This is an optimization exercise on Yosys and OpenROAD, whose aim is small area, a short achievable clock period and few clock cycles per item, not a production implementation. RTL that was checked went through simulation tests only; none was proved equivalent to the original.

== west ==
Design ignition_advance_curve_lookup, start of the top module:
module ignition_advance_curve_lookup (
  input  logic        clk,
  input  logic        rst,
  input  logic        write_enable,
  input  logic [1:0]  write_index,
  input  logic [15:0] write_data,
  input  logic        in_valid,
  output logic        in_stall,
  input  logic [15:0] engine_speed,
  output logic        out_valid,
  input  logic        out_stall,
  output logic [11:0] spark_advance,
  output logic [1:0]  speed_region
);
  logic [11:0] cranking_advance;
  logic [11:0] top_advance;
  logic [15:0] cranking_speed_limit;
  always_ff @(posedge clk) begin
    if (rst) begin
      cranking_advance     <= 12'd50;
      top_advance          <= 12'd350;
      cranking_speed_limit <= 16'd500;
    end else if (write_enable) begin
      case (write_index)
        2'd0: cranking_advance     <= write_data[11:0];
        2'd1: top_advance          <= write_data[11:0];
        2'd2: cranking_speed_limit <= write_data;
        default: ;
      endcase
    end
  end
  logic        o2_full;
  logic        run;
  logic        en;
  logic [15:0] s;
  assign en       = run;
  assign in_stall = o2_full;
  assign s        = engine_speed;
  logic [13:0] s14;
  logic [15:0] therm;
  logic [14:0] oh;
  logic [1:0]  region;
  assign s14 = s[13:0];    
  assign therm[0] = 1'b1;
  assign therm[1] = (s14 >= 14'd1067);
  assign therm[2] = (s14 >= 14'd2134);
  assign therm[3] = (s14 >= 14'd3200);
  assign therm[4] = (s14 >= 14'd4267);
  assign therm[5] = (s14 >= 14'd5334);
  assign therm[6] = (s14 >= 14'd6400);
  assign therm[7] = (s14 >= 14'd7467);
  assign therm[8] = (s14 >= 14'd8534);
  assign therm[9] = (s14 >= 14'd9600);
  assign therm[10] = (s14 >= 14'd10667);
  assign therm[11] = (s14 >= 14'd11734);
  assign therm[12] = (s14 >= 14'd12800);
  assign therm[13] = (s14 >= 14'd13867);
  assign therm[14] = (s14 >= 14'd14934);
  assign therm[15] = 1'b0;
  assign oh = therm[14:0] & ~therm[15:1];
  always_comb begin
    if (s < cranking_speed_limit)  region = 2'd0;
    else if (s >= 16'd16000)       region = 2'd2;
    else                           region = 2'd1;
  end
  logic        a_valid;
  logic [14:0] a_oh;
  logic [10:0] a_s;
  logic [1:0]  a_region;
  always_ff @(posedge clk) begin
    if (rst)     a_valid <= 1'b0;
    else if (en) a_valid <= in_valid;
  end
  always_ff @(posedge clk) begin
    if (en) begin
      a_oh     <= oh;
  ...
Size in the first run: about 180 flip-flops.
clock: 7.0 ns
lec_check: 0
abc_area: 1
cap_margin: 20
core_margin: 2
core_utilization: 40
setup_slack_margin: 4.1
slew_margin: 20
run.sh (not shown) runs the stock make flow with config.mk's settings and CLKGATE_MAP_FILE= SYNTH_SCRIPT=/design/flow/synth_recipe.tcl, a recipe that flattens the netlist after the stock synthesis.
Testbench counts of west, summed over its fixed seeds: cycles 9,640, items 9,600.
> inputs changed (west -> middle)
--- a/flow/design.v
+++ b/flow/design.v
@@ -167,22 +167,27 @@
       4'd8: begin w66 = 1'b0; bneg = 1'b1; end
       4'd9: begin w66 = 1'b1; bneg = 1'b0; end
       4'd10: begin w66 = 1'b0; bneg = 1'b1; end
       4'd11: begin w66 = 1'b0; bneg = 1'b1; end
       4'd12: begin w66 = 1'b1; bneg = 1'b0; end
       4'd13: begin w66 = 1'b0; bneg = 1'b0; end
       4'd14: begin w66 = 1'b0; bneg = 1'b0; end
       default: begin w66 = 1'b0; bneg = 1'b0; end
     endcase
   end
-  assign v = w66 ? {c_p, 2'b00} + 17'(c_p[14:9]) + 17'(c_p[14:10])
-                 : {c_p, 2'b00} - 17'(c_p[14:10]) - (bneg ? 17'd3 : 17'd0);
+  logic [16:0] x0, x1, x2, vs, vc;
+  assign x0 = {c_p, 2'b00};
+  assign x1 = w66 ? 17'(c_p[14:9]) : (bneg ? 17'h1fffe : 17'd1);
+  assign x2 = w66 ? 17'(c_p[14:10]) : ~(17'(c_p[14:10]));
+  assign vs = x0 ^ x1 ^ x2;
+  assign vc = ((x0 & x1) | (x0 & x2) | (x1 & x2)) << 1;
+  assign v  = vs + vc;
   logic        d_valid;
   logic [3:0]  d_seg;
   logic [7:0]  d_y;
   logic [1:0]  d_region;
   always_ff @(posedge clk) begin
     if (rst)     d_valid <= 1'b0;
     else if (en) d_valid <= c_valid;
   end
   always_ff @(posedge clk) begin
     if (en) begin
@@ -498,16 +503,16 @@
       run       <= !d_valid;
     end
   end
   always_ff @(posedge clk) begin
     if (o_free) begin
       spark_advance <= o2_full ? o2_adv : adv;
       speed_region  <= o2_full ? o2_region : d_region;
     end
   end
   always_ff @(posedge clk) begin
-    if (!o_free && !o2_full) begin
+    if (!o2_full) begin
       o2_adv    <= adv;
       o2_region <= d_region;
     end
   end
 endmodule
- In terms of endpoint required time on the critical path, middle and west differ only marginally.
- Worst relative slew slack essentially unchanged between middle and west.
- Routed wire length went up by a few percent going from west to middle.
- Number of cell instances on the worst register-to-register path in middle is 8 higher than in west
- The flow did not stop early for middle: all stages ran, and the layout cleared the timing, design-rule and antenna checks.
- NOTE: maximum frequency in middle falls short of that of west
- For the portion of the layout cell area used by non-clock buffers, middle came in 0.34 points higher than west did.
- Met2 capacity usage during global routing: middle vs west up 2.5 points
- What middle reported for global-route wire length before repair has to be multiplied by 0.923 to get the figure for west.
- Relative area of clock buffers and inverters in the final design in middle is 0.51 points below west.
- Taking west as the reference, in middle die area rose 620 um^2, placed instance count moved up.
Only the layout flow was run in middle; the RTL was not checked for function there.

-- port drivers added, routing unchanged --
How much do the figures lean on ideal ports? The routed layouts below were timed once more, with nothing changed but the port constraints.
Step 1 (the two cells are an assumption about what drives the block):
set clk [get_ports {clk}]
set_driving_cell -lib_cell sky130_fd_sc_hd__clkbuf_16 $clk
set_driving_cell -lib_cell sky130_fd_sc_hd__buf_2 [delete_from_list [all_inputs] $clk]
Step 2, shift: input delay + t, output delay - t, t = (earliest + latest rising clock arrival at the registers) / 2. This alone moves slack from input paths to output paths.
Slacks: ideal ports / drivers / drivers and shift; pairs: ideal ports / drivers.
run | t, ns | setup slack, ns | hold WS [ns] | worst setup path at the end | worst register clock-pin slew, ns
west | 0.486 | 4.080 / 4.080 / 3.743 | 0.423 / 0.423 / 0.423 | input to register | 0.09 / 0.09
middle | 0.478 | 3.755 / 3.755 / 3.721 | 0.421 / 0.421 / 0.421 | input to register | 0.09 / 0.09
After both steps setup and hold are still met in every run listed. For west, which loses most, drivers alone change the setup slack by 0.000 ns; drivers and shift together by -0.337 ns.
